Source: an optimization exercise on an open RTL-to-GDS flow (aim: small area, a short achievable clock period and few clock cycles per item). Production flows keep margins and buffers that such runs may drop. Function was not checked in any run shown here: the RTL went through the layout flow alone.

==> flow/design.v, too long to show whole: its modules and the start of the top module <==
// module wvb_sat_rom: 142 lines
// module wvb_colormap_top: 3646 lines
module wvb_colormap_top (
  input  logic        clk,
  input  logic        rst,
  input  logic        in_valid,
  output logic        in_stall,
  input  logic [15:0] in_ct_ref,
  input  logic [15:0] in_aff_ref,
  input  logic [15:0] in_ct_tar,
  input  logic [15:0] in_aff_tar,
  output logic        out_valid,
  input  logic        out_stall,
  output logic [15:0] out_blend,
  output logic [7:0]  out_red,
  output logic [7:0]  out_green,
  output logic [7:0]  out_blue,
  input  logic        cfg_valid,
  output logic        cfg_ready,
  input  logic [15:0] cfg_data
);
  // ...
==> flow/run.sh <==
#!/bin/bash
# synth_recipe.tcl (not shown) runs the flow's synth.tcl, then flattens the netlist and writes it again
# the make line also repeats each setting of config.mk as NAME=value (left out here)
make -C /OpenROAD-flow-scripts/flow DESIGN_CONFIG=/design/flow/config.mk WORK_HOME=/design/flow/orfs CLKGATE_MAP_FILE= SYNTH_SCRIPT=/design/flow/synth_recipe.tcl finish
==> flow/config.mk <==
export PLATFORM = sky130hd
export DESIGN_NAME = wvb_colormap_top
export DESIGN_NICKNAME = wvb_colormap_top
export VERILOG_FILES = /design/flow/design.v
export SDC_FILE = /design/flow/constraint.sdc
export NUM_CORES = 4
export LEC_CHECK = 0
export CAP_MARGIN = 20
export CORE_MARGIN = 2
export CORE_UTILIZATION = 60
export PLACE_DENSITY = 0.72
export SETUP_SLACK_MARGIN = 4.5
export SLEW_MARGIN = 20
==> flow/constraint.sdc <==
create_clock -name core_clock -period 8.0 [get_ports {clk}]
set_input_delay 1.6000 -clock core_clock [delete_from_list [all_inputs] [get_ports {clk}]]
set_output_delay 1.6000 -clock core_clock [all_outputs]
set_load 0.01 [all_outputs]
==> impl_metrics.py, run 1 <==
metrics = {
    "outcome": {
        "status": "finished clean",
    },
    "worst_setup_path": {
        "crit_type": "reg -> reg",
        "cp_num_buf_inv": 0,
        "max_stage_delay_ns": 0.49,
        "path_depth": 10,
        "endpoint_kind": "flop",
        "critPathSlowestCell": "edfxtp_1",
    },
    "route": {
        "wl_met2_um": 140000,
        "viasPerCell": 5.93,
        "routed_wl_um": 282000,
        "ant_nets": 0,
    },
    "finish": {
        "nets": 11600,
        "seq_cell_count": 2113,
        "layout_common_cells": "edfxtp_1, inv_1, ha_1",
        "regArea_um2": 62500,
        "signal_buffer_area_fraction_pct": 2.41,
        "buffers": 332,
    },
    "timing": {
        "timing_hold_violations_final": 0,
        "finalMaxSlewViolations": 0,
        "final.period_utilization_pct": 43.0,
    },
    "global_route": {
        "grt_pass1_wl_um": 436000,
        "grtUsageMet2_pct": 46.8,
        "use_met3_pct": 4.39,
    },
    "min_path": {
        "hp-start": "r16_hq[10]$_DFFE_PN_",
    },
    "synthesis": {
        "synth_top_family_by_area": "adder cells",
        "synth_xor_area_share_pct": 5.46,
        "ys_warn_count": 2,
        "synth_top_area_share_pct": 50.2,
        "async_flop_share_pct": 0,
        "synth_compound_area_share_pct": 10.2,
    },
    "floorplan": {
        "start_util_pct": 60.4,
    },
    "clock_network": {
        "cts_buffer_depth": 3,
        "clkSinkCount": 2113,
        "cts_tree": "done",
        "htreeDepth": 4,
    },
    "run": {
        "drv_cap": 0,
    },
}
==> run 2, diff against run 1 <==
--- a/flow/config.mk
+++ b/flow/config.mk
@@ -5,9 +5,12 @@
 export SDC_FILE = /design/flow/constraint.sdc
 export NUM_CORES = 4
 export LEC_CHECK = 0
+export ABC_AREA = 1
 export CAP_MARGIN = 20
 export CORE_MARGIN = 2
 export CORE_UTILIZATION = 60
+export CTS_CLUSTER_DIAMETER = 100
+export CTS_CLUSTER_SIZE = 20
 export PLACE_DENSITY = 0.72
 export SETUP_SLACK_MARGIN = 4.5
 export SLEW_MARGIN = 20
==> run 2 against run 1 <==
  * Still clean
  * Sequential cell count unchanged
  * Worst hold slack improved by 0.0062 ns
  * Core utilization decreased by 2.9 points
  * Wire length increased by 16%
  * Register-to-register slack about the same
  * Final cell count increased by 19%
  * Synthesized area increased by 4.7%
  * Synthesized cell count increased by 27%
  * Clock-buffer cell count decreased by 99
  * Fmax increased by 0.14%
==> impl_metrics.py, run 2 <==
metrics = {
    "outcome": {
        "status": "finished clean",
    },
    "finish": {
        "reg.largest.list": "r2_nmm (181), r21_cmm (116), r3_nmm (66)",
        "fin_cells": 15600,
        "drive_gt1_share_pct": 2.62,
        "layout_common_cells": "nand2_1, edfxtp_1, inv_1",
        "nets": 14100,
        "final_area_um2": 134000,
        "top_register": "r2_nmm",
        "final_common_cell": "nand2_1",
        "utilization_pct": 64.1,
        "area_growth_pct": 6.21,
        "largest_reg_flops": 181,
    },
    "route": {
        "drc": 0,
        "viasPerCell": 5.81,
        "route.detailed.wl_per_inst_um": 20.9,
        "ant_nets": 0,
        "drtPass1Iterations": 6,
        "drtIter0Drc": 9009,
        "via_count": 91000,
        "routed_wl_um": 327000,
    },
    "timing": {
        "maxSlewHeadroom_pct": 17.7,
        "final.period_utilization_pct": 42.9,
        "worst_slack_ns": 4.57,
        "finalMaxSlewViolations": 0,
        "min_period_ns": 3.43,
        "timing_hold_violations_final": 0,
        "rsz0062_at_grt": "false",
        "fin_tns_setup_ns": 0,
        "fin_worst_skew_ns": 0.0405,
        "setup_viol": 0,
        "worst_pin_slew_ns": 1.23,
        "fmax_ghz": 0.291,
        "hold_ws_ns": 0.397,
    },
    "global_route": {
        "antenna_found_initial": 4,
        "grt_pass1_wl_um": 502000,
        "globalRouteOverflowTotal": 0,
        "grt_pass1_vias": 88600,
        "grt_max_degree": 203,
        "grt_usage_pct": 30.0,
    },
    "synthesis": {
        "syn-cell-area_um2": 126000,
        "synth.yosys.seq_area_share_pct": 49.5,
        "ys_seq_elements": 2113,
        "synth_top_flop_cell": "edfxtp_1",
        "synth.area.top_cells": "edfxtp_1, fa_1, ha_1",
        "synth_most_common_cell": "nand2_1",
        "synth_top_area_share_pct": 47.9,
        "synth.largest_area_cell": "edfxtp_1",
        "synth-edff-count": 2015,
        "synth_cell_types": 54,
        "avgSynthCellArea_um2": 9.90,
        "synthTopCellsByCount": "nand2_1, edfxtp_1, inv_1",
        "synth_fp_nets": 14100,
        "synthCells": 12800,
        "async_flop_share_pct": 0,
        "ys_warn_count": 2,
    },
    "worst_setup_path": {
        "required_ns": 8.59,
        "rrSetupSlack_ns": 4.57,
        "endpoint_kind": "flop",
        "cp_max_fo": 14,
        "cp_data_arrival_time_ns": 4.02,
        "cp-start-kind": "flop",
        "crit_type": "reg -> reg",
    },
    "floorplan": {
        "die_w_um": 463,
        "start_util_pct": 60.3,
        "std_cell_rows": 168,
        "core-area_um2": 209000,
        "ios": 128,
        "die_area_um2": 214000,
        "die_y_um": 463,
    },
    "clock_network": {
        "cts_made_buffers": 120,
        "clk_latency_ns": 0.84,
        "cts_buffer_depth": 3,
        "htreeDepth": 3,
        "clkTransAtPathRegs_ns": 0.09,
        "cts_hold_buf": 0,
        "clkSinkCount": 2113,
        "cts_tree": "done",
        "root_buffer": "clkbuf_16",
    },
    "placed_design": {
        "dp_worst_setup_slack_ns": 4.10,
        "place_area_um2": 130000,
        "io_buffer_count": 126,
        "dp_cells": 15400,
        "dp_hpwl_um": 251000,
        "place.gp.congestion": 0.985,
    },
    "min_path": {
        "worst_hold_path_type": "reg -> reg",
    },
    "run": {
        "drv_cap": 0,
    },
}
run 2: cell types whose count changed after synthesis, moves of 108 or more:
cell      previous run  this run
xor2_1             179       430
a21oi_1            531      1187
nor2_1             651      1226
and2_1             253        10
inv_1             1086      1696
a21o_1             131        23
nand3_1            101       630
nand2b_1           137         1
xnor2_1            569       271
nor2b_1            150         0
nand2_1            501      2274
mux2_2             272         0
run 2: timing repair:
action,4_1_cts,5_1_grt
cloned,2,0
endpoints found under the setup margin,313,272
resized for setup,3,5
hold endpoints to repair,0,0
buffers inserted,4,47
run 2: path summary, 6_finish.rpt:
kind	start	to	cells after the start
worst min register to register	r19_bN[1]$_DFFE_PN_	r20_bN[2]$_DFFE_PN_	0
worst max-delay path	r1_et[3]$_DFFE_PN_	r2_nmm[93]$_DFFE_PN_	8
worst min-delay path	r19_bN[1]$_DFFE_PN_	r20_bN[2]$_DFFE_PN_	0
worst max register to register	r1_et[3]$_DFFE_PN_	r2_nmm[93]$_DFFE_PN_	8
run 2: cell families (layout without fill, tap and decap cells):
logic type	Yosys count	count (layout)	synth area share, %
AND/OR/NAND/NOR	4538	4538	14.9
other	1	3	0.00297
buffers and inverters	2049	2131	6.32
AO/OA/AOI/OAI	2085	2085	8.88
flip-flops	2113	2113	49.5
XOR/XNOR	705	705	4.94
adder cells (fa/ha/maj)	1263	1263	15.5
run 2: layout make-up:
type / count / area, µm²
fill: 16900 / 75200
sequential: 2113 / 62500
multi-input combinational: 8592 / 55900
inverter: 1719 / 6480
tap: 2805 / 3510
clock buffer: 149 / 3110
timing repair buffer: 238 / 2300
clock inverter: 23 / 334
timing repair inverter: 2 / 17.5
antenna: 2 / 5.00
run 2: critical path: stages (launching register included):
cell      delay, ns
edfxtp_1       0.93
inv_2          0.26
xor2_1         0.25
fa_1           0.52
inv_1          0.06
fa_1           0.52
inv_1          0.06
fa_1           0.53
inv_1          0.04
run 2: metal layers:
layer | track usage (%) | share of wire, %
met1 | 41.6 | 43
met2 | 49.8 | 48
met3 | 3.18 | 6.4
met4 | 10.0 | 3.4
met5 | 0 | 0.0040
==> run 3, diff against run 2 <==
--- a/flow/config.mk
+++ b/flow/config.mk
@@ -5,12 +5,11 @@
 export SDC_FILE = /design/flow/constraint.sdc
 export NUM_CORES = 4
 export LEC_CHECK = 0
-export ABC_AREA = 1
 export CAP_MARGIN = 20
 export CORE_MARGIN = 2
-export CORE_UTILIZATION = 60
+export CORE_UTILIZATION = 50
 export CTS_CLUSTER_DIAMETER = 100
 export CTS_CLUSTER_SIZE = 20
-export PLACE_DENSITY = 0.72
+export PLACE_DENSITY = 0.65
 export SETUP_SLACK_MARGIN = 4.5
 export SLEW_MARGIN = 20
==> run 3 against run 2 <==
  * First-iteration DRC count decreased by 37%
  * Wire length decreased by 14%
  * Fmax decreased by 0.32%
  * Sequential share of layout area increased by 0.96 points
  * Clock skew decreased by 0.010 ns
  * Design area decreased by 2.0%
  * Synthesized cell count decreased by 21%
  * Final cell count decreased by 14%
  * Critical path type unchanged
==> impl_metrics.py, run 3 <==
metrics = {
    "placed_design": {
        "dp_cells": 13100,
        "dp_hpwl_um": 201000,
        "dp_worst_setup_slack_ns": 3.83,
        "place.gp.congestion": 0.899,
        "io_buffer_count": 126,
        "place_area_um2": 125000,
    },
    "finish": {
        "largest_reg_flops": 181,
        "fin_cells": 13400,
        "reg.largest.list": "r2_nmm (181), r21_cmm (116), r3_nmm (66)",
        "final_common_cell": "edfxtp_1",
        "utilization_pct": 54.7,
        "drive_gt1_share_pct": 8.29,
        "top_register": "r2_nmm",
        "layout_common_cells": "edfxtp_1, inv_1, ha_1",
        "nets": 11500,
        "area_growth_pct": 8.97,
        "fillers": 19900,
        "final_area_um2": 131000,
    },
    "global_route": {
        "grt_pass1_vias": 77400,
        "grt_usage_pct": 22.6,
        "antenna_found_initial": 6,
        "grt_max_degree": 160,
        "grtUsageMet2_pct": 39.2,
        "grt_util_met1_pct": 29.1,
        "globalRouteOverflowTotal": 0,
        "grt_pass1_wl_um": 435000,
        "use_met3_pct": 2.73,
        "top_usage_layer": "met2",
    },
    "route": {
        "drc": 0,
        "ant_nets": 0,
        "drtIter0Drc": 5635,
        "via_count": 76100,
        "route.detailed.wl_per_inst_um": 20.9,
        "drtPass1Iterations": 6,
        "viasPerCell": 5.67,
        "routed_wl_um": 280000,
    },
    "synthesis": {
        "synth_cell_types": 95,
        "synthCells": 10000,
        "synth_fp_nets": 11400,
        "synth.area.top_cells": "edfxtp_1, fa_1, ha_1",
        "synthTopCellsByCount": "edfxtp_1, inv_1, ha_1",
        "avgSynthCellArea_um2": 12.0,
        "ys_warn_count": 2,
        "synth_top_area_share_pct": 50.2,
        "synth.yosys.seq_area_share_pct": 51.8,
        "async_flop_share_pct": 0,
        "syn-cell-area_um2": 121000,
        "synth.largest_area_cell": "edfxtp_1",
        "synth_most_common_cell": "edfxtp_1",
        "synth-edff-count": 2015,
        "synth_top_flop_cell": "edfxtp_1",
        "ys_seq_elements": 2113,
    },
    "timing": {
        "worst_pin_slew_ns": 1.15,
        "fin_tns_setup_ns": 0,
        "final.period_utilization_pct": 43.1,
        "setup_viol": 0,
        "fmax_ghz": 0.290,
        "worst_slack_ns": 4.56,
        "fin_worst_skew_ns": 0.0305,
        "min_period_ns": 3.44,
        "timing_hold_violations_final": 0,
        "rsz0062_at_grt": "true",
        "finalMaxSlewViolations": 0,
        "maxSlewHeadroom_pct": 23.4,
        "hold_ws_ns": 0.409,
    },
    "floorplan": {
        "die_y_um": 495,
        "ios": 128,
        "die_w_um": 495,
        "std_cell_rows": 180,
        "core-area_um2": 240000,
        "start_util_pct": 50.2,
        "die_area_um2": 245000,
    },
    "worst_setup_path": {
        "critPathSlowestCell": "fa_1",
        "cp_data_arrival_time_ns": 4.02,
        "path_cells": "fa_1, nor2b_1, o21ai_0, a21oi_2, o211ai_1, o21ai_1, a31oi_2, o21ai_2, nand2b_4, mux2_2",
        "required_ns": 8.57,
        "crit_type": "reg -> reg",
        "max_stage_delay_ns": 0.49,
        "cp-start-kind": "flop",
        "cp_max_fo": 8,
        "endpoint_kind": "flop",
        "cp_num_buf_inv": 0,
        "rrSetupSlack_ns": 4.56,
        "path_delay_family": "compound AO/OA/AOI/OAI gates",
    },
    "clock_network": {
        "clkSinkCount": 2113,
        "clk_latency_ns": 0.83,
        "root_buffer": "clkbuf_16",
        "htreeDepth": 4,
        "cts_tree": "done",
        "cts_buffer_depth": 3,
        "clkTransAtPathRegs_ns": 0.09,
        "cts_made_buffers": 132,
        "cts_hold_buf": 0,
    },
    "run": {
        "drv_cap": 0,
    },
    "min_path": {
        "worst_hold_path_type": "reg -> reg",
    },
    "outcome": {
        "status": "finished clean",
    },
}
-- run 3: cell count changes after synthesis, sizes merged, moves of 150 or more --
cell,change
xor2,-252
a21oi,-656
inv,-615
nor2b,+150
nor2,-592
and2,+243
xnor2,+297
nand3,-530
nand2,-1796
mux2,+272
-- run 3: worst register-to-register path: cells and delay by family, from the launching register on --
family	cells	cell delay [ns]
adders and majority gates	1	0.49
and+or+nand+nor	2	0.47
muxes	1	0.37
DFF	1	0.48
AOI/OAI and AO/OA	6	1.40
-- run 3: final cells by class --
cell class                      instances  area (µm²)  area share [%]
Inverter                             1099        4170            3.17
Antenna cell                            3        7.51         0.00571
Sequential cell                      2113       62500            47.5
Tap cell                             3185        3990            3.03
Clock buffer                          159        3470            2.64
Clock inverter                         38         529           0.403
Timing Repair Buffer                  334        3250            2.47
Multi-Input combinational cell       6508       53600            40.8
-- run 3: cells by family (layout without fill, tap and decap cells) --
| group | Yosys count | after routing | synth area share (%) |
|---|---|---|---|
| xor gates and xnor gates | 750 | 750 | 5.46 |
| buffers and inverters | 1415 | 1630 | 4.47 |
| muxes | 360 | 360 | 3.28 |
| AOI/OAI and AO/OA | 1997 | 2001 | 10.2 |
| other | 1 | 4 | 0.00311 |
| and+or+nand+nor | 2128 | 2133 | 8.57 |
| DFF | 2113 | 2113 | 51.8 |
| adders and majority gates | 1263 | 1263 | 16.3 |
-- run 3: repair_timing --
item	4_1_cts	5_1_grt
setup endpoints to repair	468	384
gates cloned	1	8
gates resized for setup	72	124
setup buffers	48	82
pin swaps	16	35
-- run 3: worst paths after layout --
kind,end,cells after the start,start
setup reg to reg,r5_hR[6]$_DFFE_PN_,10,r4_swd[1]$_DFFE_PN_
hold reg to reg,r20_bN[8]$_DFFE_PN_,0,r19_bN[7]$_DFFE_PN_
hold / removal,r20_bN[8]$_DFFE_PN_,0,r19_bN[7]$_DFFE_PN_
setup / recovery,r5_hR[6]$_DFFE_PN_,10,r4_swd[1]$_DFFE_PN_
-- run 3: routing by layer --
layer / share of wire, % / vias up / routed length (µm)
met5: 0 / - / 0
met4: 3.8 / 0 / 10500
met3: 4.7 / 536 / 13000
met2: 50 / 2011 / 140000
met1: 42 / 37800 / 117000
li1: - / 35800 / -
==> run 4, diff against run 3 <==
--- a/flow/config.mk
+++ b/flow/config.mk
@@ -7,9 +7,9 @@
 export LEC_CHECK = 0
 export CAP_MARGIN = 20
 export CORE_MARGIN = 2
-export CORE_UTILIZATION = 50
+export CORE_UTILIZATION = 65
 export CTS_CLUSTER_DIAMETER = 100
 export CTS_CLUSTER_SIZE = 20
-export PLACE_DENSITY = 0.65
+export PLACE_DENSITY = 0.78
 export SETUP_SLACK_MARGIN = 4.5
 export SLEW_MARGIN = 20
==> run 4 against run 3 <==
  * Still clean
  * Clock-buffer cell count shrank 6
  * Die area is 23% lower
  * Sequential cell count is the same
  * Design area fell by 1.3%
  * Via count grew 1.4%
  * Critical endpoint is now r7_bR[13]$_DFFE_PN_
  * Highest routed layer is now met5
==> impl_metrics.py, run 4 <==
metrics = {
    "synthesis": {
        "synth_cell_types": 95,
        "synth_top_family_by_area": "adder cells",
        "synth_compound_area_share_pct": 10.2,
        "async_flop_share_pct": 0,
        "synth.largest_area_cell": "edfxtp_1",
        "synth.area.top_cells": "edfxtp_1, fa_1, ha_1",
        "synthTopCellsByCount": "edfxtp_1, inv_1, ha_1",
        "synth_most_common_cell": "edfxtp_1",
        "syn-cell-area_um2": 121000,
        "synth.yosys.seq_area_share_pct": 51.8,
        "ys_warn_count": 2,
        "synth-simple-area-share_pct": 8.57,
        "synth-edff-count": 2015,
        "avgSynthCellArea_um2": 12.0,
        "synth_xor_area_share_pct": 5.46,
        "synthAdderAreaFrac_pct": 16.3,
        "synthCells": 10000,
        "ys_seq_elements": 2113,
        "synth_top_area_share_pct": 50.2,
        "synth_top_flop_cell": "edfxtp_1",
        "synth_mux_area_share_pct": 3.28,
        "synth_fp_nets": 11400,
    },
    "clock_network": {
        "cts_tree": "done",
        "clk_latency_ns": 0.82,
        "htreeDepth": 3,
        "clkSinkCount": 2113,
        "clkTransAtPathRegs_ns": 0.10,
        "root_buffer": "clkbuf_16",
        "cts_buffer_depth": 3,
        "cts_made_buffers": 117,
    },
    "timing": {
        "finalMaxSlewViolations": 0,
        "fin_tns_setup_ns": 0,
        "worst_pin_slew_ns": 1.18,
        "final.period_utilization_pct": 43.5,
        "min_period_ns": 3.48,
        "rsz0062_at_grt": "true",
        "setup_viol": 0,
        "fin_worst_skew_ns": 0.0383,
        "hold_ws_ns": 0.411,
        "fmax_ghz": 0.287,
        "timing_hold_violations_final": 0,
        "maxSlewHeadroom_pct": 21.3,
    },
    "worst_setup_path": {
        "cp_data_arrival_time_ns": 3.90,
        "r2r_cells": 5,
        "crit_path_end": "r7_bR[13]$_DFFE_PN_",
        "rrSetupSlack_ns": 4.52,
        "critPathSlowestCell": "buf_12",
        "cp_max_fo": 190,
        "path_depth": 5,
        "max_stage_delay_ns": 0.75,
        "endpoint_kind": "flop",
        "reg2reg_to": "r7_bR[13]$_DFFE_PN_",
        "crit_start": "skid_full$_SDFF_PP0_",
        "cp-start-kind": "flop",
        "rr_startpoint": "skid_full$_SDFF_PP0_",
        "crit_type": "reg -> reg",
        "cp_num_buf_inv": 5,
        "path_cells": "buf_4, buf_4, clkinvlp_4, buf_12, buf_12",
        "required_ns": 8.42,
        "path_delay_family": "buffers and inverters",
    },
    "route": {
        "drtPass1Iterations": 7,
        "drtIter0Drc": 6782,
        "via_count": 77200,
        "ant_nets": 0,
        "route.detailed.wl_per_inst_um": 21.8,
        "viasPerCell": 6.08,
        "routed_wl_um": 277000,
        "drc": 0,
    },
    "floorplan": {
        "start_util_pct": 65.3,
        "die_w_um": 435,
        "std_cell_rows": 158,
        "ios": 128,
        "die_area_um2": 189000,
        "core-area_um2": 185000,
        "die_y_um": 435,
    },
    "placed_design": {
        "place.gp.congestion": 0.907,
        "io_buffer_count": 126,
        "dp_hpwl_um": 196000,
        "place_area_um2": 124000,
    },
    "finish": {
        "drive_gt1_share_pct": 7.81,
        "area_growth_pct": 7.57,
        "final_common_cell": "edfxtp_1",
        "reg.largest.list": "r2_nmm (181), r21_cmm (116), r3_nmm (66)",
        "final_area_um2": 130000,
        "layout_common_cells": "edfxtp_1, inv_1, ha_1",
        "largest_reg_flops": 181,
        "top_register": "r2_nmm",
        "nets": 11500,
        "antennaDiodeCount": 0,
    },
    "global_route": {
        "antenna_found_initial": 1,
        "globalRouteOverflowTotal": 0,
        "grt_max_degree": 216,
        "grt_pass1_wl_um": 432000,
        "grt_usage_pct": 28.9,
        "grt_pass1_vias": 78900,
    },
    "outcome": {
        "status": "finished clean",
    },
    "min_path": {
        "worst_hold_path_type": "reg -> reg",
    },
    "run": {
        "drv_cap": 0,
    },
}
-- run 4: routing by layer --
layer	routed length, µm	vias up	GRT usage (%)
li1	-	35800	-
met1	110000	38000	37.4
met2	138000	2730	49.6
met3	16200	663	3.47
met4	12300	2	12.1
met5	13	-	0
-- run 4: worst min-delay path by stage --
stage	startpoint	end	slack (ns)	cells after the start
after floorplan	r9_bN[9]$_DFFE_PN_	r10_bN[10]$_DFFE_PN_	0.40	0
after global placement	r13_hq[4]$_DFFE_PN_	r14_hq[5]$_DFFE_PN_	0.40	0
after detailed placement	r11_bN[9]$_DFFE_PN_	r12_bN[10]$_DFFE_PN_	0.40	0
after CTS	r10_bN[13]$_DFFE_PN_	r11_bN[14]$_DFFE_PN_	0.40	0
after global routing	r8_hq[1]$_DFFE_PN_	r9_hq[2]$_DFFE_PN_	0.40	0
final	r8_hq[1]$_DFFE_PN_	r9_hq[2]$_DFFE_PN_	0.41	0
-- run 4: logic make-up (layout without fill, tap and decap cells) --
kind of cell	count (synthesis)	after routing
AOI/OAI and AO/OA	1997	1999
xor gates and xnor gates	750	750
adders and majority gates	1263	1263
buffers and inverters	1415	1602
DFF	2113	2113
muxes	360	360
other	1	1
and+or+nand+nor	2128	2131
-- run 4: timing repair --
action	in CTS	in global routing
gates cloned	0	6
pin swaps	20	20
gates resized for setup	75	97
endpoints found under the setup margin	461	567
hold buffers	0	0
buffers inserted	61	80
-- run 4: per-stage QoR --
stage	setup slack (ns)	instances	utilization (%)
after floorplan	-22.84	10000	-
after global placement	3.73	12400	67.3
after detailed placement	3.71	12400	67.3
after CTS	4.32	12600	69.6
after global routing	4.34	12700	70.2
final	4.52	12700	70.2
-- run 4: layout make-up --
type                    instances  area, µm²
well taps                    2480       3100
inverters                    1099       4180
clock inverters                13        249
fillers                     12700      55100
multi-input cells            6504      53400
clock buffers                 153       3060
repair buffers                337       3260
flip-flops and latches       2113      62500

## what the ideal ports hide
Ports are ideal in the flow. The routed layouts listed here were re-timed in OpenROAD.
Step 1 sets driving cells, clkbuf_16 on the clock port and buf_2 on the other inputs (assumed; they add their load-dependent delay and slew).
Step 2 also shifts input and output timing later by t, the mid clock arrival at the registers, as if the neighbouring blocks saw the same clock.
Slacks: no drivers / after step 1 / after step 2; pairs: no drivers / after step 1.
| run | t (ns) | setup WS [ns] | cell pins on the clock port's net |
|---|---|---|---|
| run 1 | 0.936 | 4.562 / 4.503 / 4.250 | 1 |
| run 2 | 0.909 | 4.567 / 4.530 / 4.503 | 1 |
| run 3 | 0.905 | 4.556 / 4.556 / 4.196 | 1 |
| run 4 | 0.891 | 4.518 / 4.518 / 4.292 | 1 |
After both steps every run listed still meets setup and hold. For run 3, which loses most, drivers alone change the setup slack by 0.000 ns; drivers and shift together by -0.360 ns.
